Context: an optimization exercise on an open-source flow, tuned for small area, a short achievable clock period and few clock cycles per item. The choices shown serve that exercise and are no tape-out recipe. The RTL was checked by simulation tests, not by an equivalence proof against the original design.

==> amber: inputs <==
==> flow/design.v (excerpt) <==
module preemptive_priority_scheduler (
  input  logic                          clk,
  input  logic                          rst_n,
  input  logic                          in_valid,
  output logic                          in_ready,
  input  logic                          in_cmd,
  input  logic [pps_pkg::PID_W-1:0]     in_process_id,
  input  logic [pps_pkg::LVL_W-1:0]     in_priority_level,
  output logic                          out_valid,
  input  logic                          out_ready,
  output logic                          out_running_valid,
  output logic [pps_pkg::PID_W-1:0]     out_running_pid,
  output logic [pps_pkg::LVL_W-1:0]     out_running_level,
  output logic                          out_preempt_flag,
  output logic [pps_pkg::PID_W-1:0]     out_preempted_pid,
  output logic [pps_pkg::STATUS_W-1:0]  out_status
);
Settings: LEC_CHECK=0, CAP_MARGIN=20, CORE_MARGIN=2, CORE_UTILIZATION=50, CTS_BUF_LIST=sky130_fd_sc_hd__clkbuf_8, CTS_CLUSTER_DIAMETER=45, CTS_CLUSTER_SIZE=16, SETUP_SLACK_MARGIN=3.5, SLEW_MARGIN=20; clock period 6.0 ns.
standard.sh (not shown) runs the stock make flow with config.mk's settings and CLKGATE_MAP_FILE= SYNTH_SCRIPT=/design/flow/synth_recipe.tcl, a recipe that flattens the netlist after the stock synthesis.
==> flow/flow/run.sh <==
#!/bin/bash
# The standard layout, except for the clock tree synthesis arguments below:
# no dummy loads are inserted (the other arguments are the ones the
# standard flow derives from config.mk). Each tool's output goes to its log
# under orfs/logs; make's own output goes to standard_flow.log here.
set -euo pipefail
CTS="-sink_clustering_enable -repair_clock_nets -sink_clustering_size 16 -sink_clustering_max_diameter 45 -buf_list sky130_fd_sc_hd__clkbuf_8 -root_buf sky130_fd_sc_hd__clkbuf_16 -tree_buf sky130_fd_sc_hd__clkbuf_16 -sink_clustering_buffer sky130_fd_sc_hd__clkbuf_8 -dont_use_dummy_load"
bash standard.sh finish "CTS_ARGS=$CTS" > standard_flow.log 2>&1
==> inputs of tundra, as changes to amber <==
--- a/flow/design.v
+++ b/flow/design.v
@@ -46,37 +46,24 @@
 );
   localparam int L = 5;
   localparam int D = 16;
   localparam int W = 16;
   logic         c0v, c1v;
   logic         c0_cmd, c1_cmd;
   logic [W-1:0] c0_pid, c1_pid;
   logic [2:0]   c0_lvl, c1_lvl;
-  logic [4:0]   c0_oh, c1_oh, in_oh;
   logic [2:0]   in_lvl_sat;
   logic         accept, proc;
   logic         ov;
   assign in_lvl_sat = (in_priority_level > 3'd4) ? 3'd4 : in_priority_level;
-  always_comb
-    for (int l = 0; l < 5; l++) in_oh[l] = (in_lvl_sat == 3'(l));
-  assign in_ready   = rdy_r;
+  assign in_ready   = !c1v;
   assign accept     = in_valid && !c1v;
   assign proc       = c0v && (!ov || out_ready);
   assign out_valid  = ov;
-  logic rdy_r, c1v_d;
-  always_comb begin
-    c1v_d = c1v;
-    if (proc)      c1v_d = 1'b0;
-    else if (c0v)  c1v_d = c1v || accept;
-  end
-  always_ff @(posedge clk) begin
-    if (!rst_n) rdy_r <= 1'b1;
-    else        rdy_r <= !c1v_d;
-  end
   always_ff @(posedge clk) begin
     if (!rst_n) begin
       c0v <= 1'b0;
       c1v <= 1'b0;
       ov  <= 1'b0;
     end else begin
       ov <= proc || (ov && !out_ready);
       if (proc) begin
@@ -91,50 +78,48 @@
   end
   logic c0_en;
   assign c0_en = (proc || !c0v) && (c1v || in_valid);
   always_ff @(posedge clk) begin
     if (c0_en) begin
       c0_cmd <= c1v ? c1_cmd : in_cmd;
       c0_pid <= c1v ? c1_pid : in_process_id;
       c0_lvl <= c1v ? c1_lvl : in_lvl_sat;
-      c0_oh  <= c1v ? c1_oh : in_oh;
     end
     if (accept) begin
       c1_cmd <= in_cmd;
       c1_pid <= in_process_id;
       c1_lvl <= in_lvl_sat;
-      c1_oh  <= in_oh;
     end
   end
   logic         busy;
   logic [W-1:0] slot_pid;
   logic [2:0]   slot_lvl;
-  logic [L-1:0] slot_oh, slot_gt;    
   logic [3:0]   h_lo [L];
   logic [3:0]   h_hi [L];
   logic [3:0]   t_lo [L];
   logic [3:0]   t_hi [L];
   logic [L-1:0] ne, full;
   logic [D*W-1:0] mem [L];
   logic         is_rel;
   logic         preempt;
+  logic [2:0]   push_lvl;
+  logic [W-1:0] wdata;
   logic [L-1:0] top_oh, push_oh;
   logic         any_ne, push_full;
   logic [2:0]   top_lvl;
   logic [W-1:0] rd;
   logic [W-1:0] rdl [L];
   assign is_rel   = c0_cmd;
-  assign preempt  = busy && |(c0_oh & slot_gt);
-  logic [W-1:0] wdata [L];
-  always_comb
-    for (int l = 0; l < L; l++) wdata[l] = c0_oh[l] ? c0_pid : slot_pid;
+  assign preempt  = busy && (c0_lvl > slot_lvl);
+  assign push_lvl = preempt ? slot_lvl : c0_lvl;
+  assign wdata    = preempt ? slot_pid : c0_pid;
   always_comb begin
     for (int l = 0; l < L; l++) begin
-      push_oh[l] = preempt ? slot_oh[l] : c0_oh[l];
+      push_oh[l] = (push_lvl == 3'(l));
       top_oh[l]  = ne[l];
       for (int k = l + 1; k < L; k++) top_oh[l] = top_oh[l] && !ne[k];
     end
     any_ne  = |ne;
     top_lvl = {ne[4], !ne[4] && (ne[3] || ne[2]), !ne[4] && (ne[3] || (!ne[2] && ne[1]))};
   end
   assign push_full = |(push_oh & full);
   always_comb begin
@@ -207,59 +192,51 @@
   assign slot_en    = proc && (is_rel || !busy || preempt);
   assign slot_pid_d = is_rel ? rd : c0_pid;
   assign slot_lvl_d = is_rel ? top_lvl : c0_lvl;
   assign res_en     = proc;
   assign pflag_d    = !is_rel && preempt;
   assign ppid_d     = pflag_d ? slot_pid : '0;
   assign status_d   = (is_rel && !busy)              ? 2'd2 :
                       (!is_rel && busy && push_full) ? 2'd1 : 2'd0;
-  logic [L-1:0] slot_oh_d, slot_gt_d;
-  always_comb begin
-    slot_oh_d = is_rel ? top_oh : c0_oh;
-    slot_gt_d[0] = 1'b0;
-    for (int l = 1; l < L; l++) slot_gt_d[l] = slot_gt_d[l-1] || slot_oh_d[l-1];
-  end
-  always_ff @(posedge clk) begin
-    if (proc) begin
-      if (is_rel || !busy || preempt) begin
-        slot_pid <= slot_pid_d;
-        slot_lvl <= slot_lvl_d;
-        slot_oh  <= slot_oh_d;
-        slot_gt  <= slot_gt_d;
-      end
+  always_ff @(posedge clk) begin
+    if (slot_en) begin
+      slot_pid <= slot_pid_d;
+      slot_lvl <= slot_lvl_d;
     end
   end
   logic [W-1:0] o_pid;
   logic [2:0]   o_lvl;
   logic         o_pflag;
   logic [W-1:0] o_ppid;
   logic [1:0]   o_status;
   always_ff @(posedge clk) begin
-    o_pid <= slot_en ? slot_pid_d : slot_pid;
-    o_lvl <= slot_en ? slot_lvl_d : slot_lvl;
-  end
-  logic o_busy;
-  always_ff @(posedge clk)
-    o_busy <= proc ? (is_rel ? (any_ne && busy) : 1'b1) : busy;
+    if (!rst_n) begin
+      o_pid <= '0;
+      o_lvl <= '0;
+    end else begin
+      o_pid <= slot_en ? slot_pid_d : slot_pid;
+      o_lvl <= slot_en ? slot_lvl_d : slot_lvl;
+    end
+  end
   always_ff @(posedge clk) begin
     if (!rst_n) begin
       o_pflag  <= 1'b0;
       o_ppid   <= '0;
       o_status <= '0;
     end else if (res_en) begin
       o_pflag  <= pflag_d;
       o_ppid   <= ppid_d;
       o_status <= status_d;
     end
   end
-  assign out_running_valid = o_busy;
+  assign out_running_valid = busy;
   assign out_running_pid   = o_pid;
   assign out_running_level = o_lvl;
   assign out_preempt_flag  = o_pflag;
   assign out_preempted_pid = o_ppid;
   assign out_status        = o_status;
   always_ff @(posedge clk) begin
     for (int l = 0; l < L; l++)
       for (int i = 0; i < D; i++)
-        if (!full[l] && t_hi[l][i/4] && t_lo[l][i%4]) mem[l][i*W +: W] <= wdata[l];
+        if (!full[l] && t_hi[l][i/4] && t_lo[l][i%4]) mem[l][i*W +: W] <= wdata;
   end
 endmodule
==> flow/run.sh (new file) <==
#!/bin/bash
# synth_recipe.tcl (not shown) runs the flow's synth.tcl, then flattens the netlist and writes it again
# the make line also repeats each setting of config.mk as NAME=value (left out here)
make -C /OpenROAD-flow-scripts/flow DESIGN_CONFIG=/design/flow/config.mk WORK_HOME=/design/flow/orfs CLKGATE_MAP_FILE= SYNTH_SCRIPT=/design/flow/synth_recipe.tcl finish
CORE_UTILIZATION = 60   (was 50)
SETUP_SLACK_MARGIN = 3.6   (was 3.5)
removed: flow/flow/run.sh
removed: flow/standard.sh
==> inputs of yarrow, as changes to amber <==
--- a/flow/design.v
+++ b/flow/design.v
@@ -46,37 +46,24 @@
 );
   localparam int L = 5;
   localparam int D = 16;
   localparam int W = 16;
   logic         c0v, c1v;
   logic         c0_cmd, c1_cmd;
   logic [W-1:0] c0_pid, c1_pid;
   logic [2:0]   c0_lvl, c1_lvl;
-  logic [4:0]   c0_oh, c1_oh, in_oh;
   logic [2:0]   in_lvl_sat;
   logic         accept, proc;
   logic         ov;
   assign in_lvl_sat = (in_priority_level > 3'd4) ? 3'd4 : in_priority_level;
-  always_comb
-    for (int l = 0; l < 5; l++) in_oh[l] = (in_lvl_sat == 3'(l));
-  assign in_ready   = rdy_r;
+  assign in_ready   = !c1v;
   assign accept     = in_valid && !c1v;
   assign proc       = c0v && (!ov || out_ready);
   assign out_valid  = ov;
-  logic rdy_r, c1v_d;
-  always_comb begin
-    c1v_d = c1v;
-    if (proc)      c1v_d = 1'b0;
-    else if (c0v)  c1v_d = c1v || accept;
-  end
-  always_ff @(posedge clk) begin
-    if (!rst_n) rdy_r <= 1'b1;
-    else        rdy_r <= !c1v_d;
-  end
   always_ff @(posedge clk) begin
     if (!rst_n) begin
       c0v <= 1'b0;
       c1v <= 1'b0;
       ov  <= 1'b0;
     end else begin
       ov <= proc || (ov && !out_ready);
       if (proc) begin
@@ -91,50 +78,49 @@
   end
   logic c0_en;
   assign c0_en = (proc || !c0v) && (c1v || in_valid);
   always_ff @(posedge clk) begin
     if (c0_en) begin
       c0_cmd <= c1v ? c1_cmd : in_cmd;
       c0_pid <= c1v ? c1_pid : in_process_id;
       c0_lvl <= c1v ? c1_lvl : in_lvl_sat;
-      c0_oh  <= c1v ? c1_oh : in_oh;
     end
     if (accept) begin
       c1_cmd <= in_cmd;
       c1_pid <= in_process_id;
       c1_lvl <= in_lvl_sat;
-      c1_oh  <= in_oh;
     end
   end
   logic         busy;
   logic [W-1:0] slot_pid;
   logic [2:0]   slot_lvl;
-  logic [L-1:0] slot_oh, slot_gt;    
   logic [3:0]   h_lo [L];
   logic [3:0]   h_hi [L];
   logic [3:0]   t_lo [L];
   logic [3:0]   t_hi [L];
   logic [L-1:0] ne, full;
   logic [D*W-1:0] mem [L];
   logic         is_rel;
   logic         preempt;
+  logic [2:0]   push_lvl;
   logic [L-1:0] top_oh, push_oh;
   logic         any_ne, push_full;
   logic [2:0]   top_lvl;
   logic [W-1:0] rd;
   logic [W-1:0] rdl [L];
   assign is_rel   = c0_cmd;
-  assign preempt  = busy && |(c0_oh & slot_gt);
+  assign preempt  = busy && (c0_lvl > slot_lvl);
+  assign push_lvl = preempt ? slot_lvl : c0_lvl;
   logic [W-1:0] wdata [L];
   always_comb
-    for (int l = 0; l < L; l++) wdata[l] = c0_oh[l] ? c0_pid : slot_pid;
+    for (int l = 0; l < L; l++) wdata[l] = (c0_lvl == 3'(l)) ? c0_pid : slot_pid;
   always_comb begin
     for (int l = 0; l < L; l++) begin
-      push_oh[l] = preempt ? slot_oh[l] : c0_oh[l];
+      push_oh[l] = (push_lvl == 3'(l));
       top_oh[l]  = ne[l];
       for (int k = l + 1; k < L; k++) top_oh[l] = top_oh[l] && !ne[k];
     end
     any_ne  = |ne;
     top_lvl = {ne[4], !ne[4] && (ne[3] || ne[2]), !ne[4] && (ne[3] || (!ne[2] && ne[1]))};
   end
   assign push_full = |(push_oh & full);
   always_comb begin
@@ -207,56 +193,45 @@
   assign slot_en    = proc && (is_rel || !busy || preempt);
   assign slot_pid_d = is_rel ? rd : c0_pid;
   assign slot_lvl_d = is_rel ? top_lvl : c0_lvl;
   assign res_en     = proc;
   assign pflag_d    = !is_rel && preempt;
   assign ppid_d     = pflag_d ? slot_pid : '0;
   assign status_d   = (is_rel && !busy)              ? 2'd2 :
                       (!is_rel && busy && push_full) ? 2'd1 : 2'd0;
-  logic [L-1:0] slot_oh_d, slot_gt_d;
-  always_comb begin
-    slot_oh_d = is_rel ? top_oh : c0_oh;
-    slot_gt_d[0] = 1'b0;
-    for (int l = 1; l < L; l++) slot_gt_d[l] = slot_gt_d[l-1] || slot_oh_d[l-1];
-  end
   always_ff @(posedge clk) begin
     if (proc) begin
       if (is_rel || !busy || preempt) begin
         slot_pid <= slot_pid_d;
         slot_lvl <= slot_lvl_d;
-        slot_oh  <= slot_oh_d;
-        slot_gt  <= slot_gt_d;
       end
     end
   end
   logic [W-1:0] o_pid;
   logic [2:0]   o_lvl;
   logic         o_pflag;
   logic [W-1:0] o_ppid;
   logic [1:0]   o_status;
   always_ff @(posedge clk) begin
     o_pid <= slot_en ? slot_pid_d : slot_pid;
     o_lvl <= slot_en ? slot_lvl_d : slot_lvl;
   end
-  logic o_busy;
-  always_ff @(posedge clk)
-    o_busy <= proc ? (is_rel ? (any_ne && busy) : 1'b1) : busy;
   always_ff @(posedge clk) begin
     if (!rst_n) begin
       o_pflag  <= 1'b0;
       o_ppid   <= '0;
       o_status <= '0;
     end else if (res_en) begin
       o_pflag  <= pflag_d;
       o_ppid   <= ppid_d;
       o_status <= status_d;
     end
   end
-  assign out_running_valid = o_busy;
+  assign out_running_valid = busy;
   assign out_running_pid   = o_pid;
   assign out_running_level = o_lvl;
   assign out_preempt_flag  = o_pflag;
   assign out_preempted_pid = o_ppid;
   assign out_status        = o_status;
   always_ff @(posedge clk) begin
     for (int l = 0; l < L; l++)
       for (int i = 0; i < D; i++)
==> flow/run.sh (new file) <==
#!/bin/bash
# synth_recipe.tcl (not shown) runs the flow's synth.tcl, then flattens the netlist and writes it again
# the make line also repeats each setting of config.mk as NAME=value (left out here)
make -C /OpenROAD-flow-scripts/flow DESIGN_CONFIG=/design/flow/config.mk WORK_HOME=/design/flow/orfs CLKGATE_MAP_FILE= SYNTH_SCRIPT=/design/flow/synth_recipe.tcl finish
SETUP_SLACK_MARGIN = 3.4   (was 3.5)
removed: flow/flow/run.sh
removed: flow/standard.sh
==> flow_summary.ini <==
[timing]
maxSlewHeadroom = 0.230
final.min_clock_period_ns = 2.71
finClkSkew_ns = 0.0484

[yosys]
syn-num-nets = 3527
syn_area_per_cell_um2 = 16.1
yosysSeqAreaShare = 0.761

[clock_tree]
cts_setup_buffers = 56
cts.sinks = 1471

[pwr]
p_leak_nw = 20.5
pg_clk_mw = 6.69
p_sw_frac = 0.232

[status]
status = no timing/DRC/antenna violations

[setup_path]
cp-end-kind = output pin

[layout]
final_nets = 3701
multi_input_area_share = 0.205

[drt]
wl_per_cell_um = 33.5
-- figures above: yarrow

==> flow_summary.ini <==
[timing]
maxSlewHeadroom = 0.155
finClkSkew_ns = 0.0724

[pwr]
p_leak_nw = 20.1
p_sw_frac = 0.216

[yosys]
syn-num-nets = 3565
yosysSeqAreaShare = 0.765

[layout]
multi_input_area_share = 0.207
final_nets = 3729

[clock_tree]
cts.sinks = 1491

[setup_path]
cp-end-kind = flop

[status]
status = no timing/DRC/antenna violations
-- figures above: amber

==> flow_summary.ini <==
[status]
status = finished with violations
violatedChecks = max-capacitance violations, max-slew violations

[clock_tree]
cts.sinks = 1471
cts_setup_buffers = 103

[pwr]
pg_clk_mw = 6.57
p_sw_frac = 0.249

[timing]
finClkSkew_ns = 0.0392
final.min_clock_period_ns = 2.77
maxSlewHeadroom = -0.0115
drv_slew = 14

[flow_run]
maxCapViolations = 1

[yosys]
syn_area_per_cell_um2 = 16.1

[drt]
wl_per_cell_um = 39.2
-- figures above: tundra

Testbench counts of amber, summed over its fixed seeds: cycles 32,016, items 32,000.
Testbench counts of tundra, summed over its fixed seeds: cycles 32,016, items 32,000.
Testbench counts of yarrow, summed over its fixed seeds: cycles 32,016, items 32,000.

[separate check: timing with driven ports]
In the flow no input, the clock included, has a driving cell. The finished layouts below were timed again as built, in two steps.
Step 1, drivers: a clkbuf_16 drives clk and a buf_2 each remaining input, both assumed.
Step 2 moves the port delays by t, midway between the first and last clock arrival at a register: inputs arrive t later, outputs are due t later. That takes back most of the time a late clock gives input paths.
Three values: ideal, step 1, step 2; two values: the first two.
run	shift t [ns]	slack for setup (ns)	worst setup path at the end	worst register clock-pin slew, ns	worst data-port slew with drivers (ns)
amber	0.786	3.467 / 3.444 / 2.825	input to register	0.10 / 0.10	0.05
tundra	0.940	3.225 / 3.225 / 2.522	input to register	0.10 / 0.10	0.05
yarrow	0.926	3.287 / 3.219 / 2.479	input to register	0.10 / 0.10	0.14
For yarrow, which loses most, drivers alone change the setup slack by -0.068 ns; drivers and shift together by -0.808 ns.
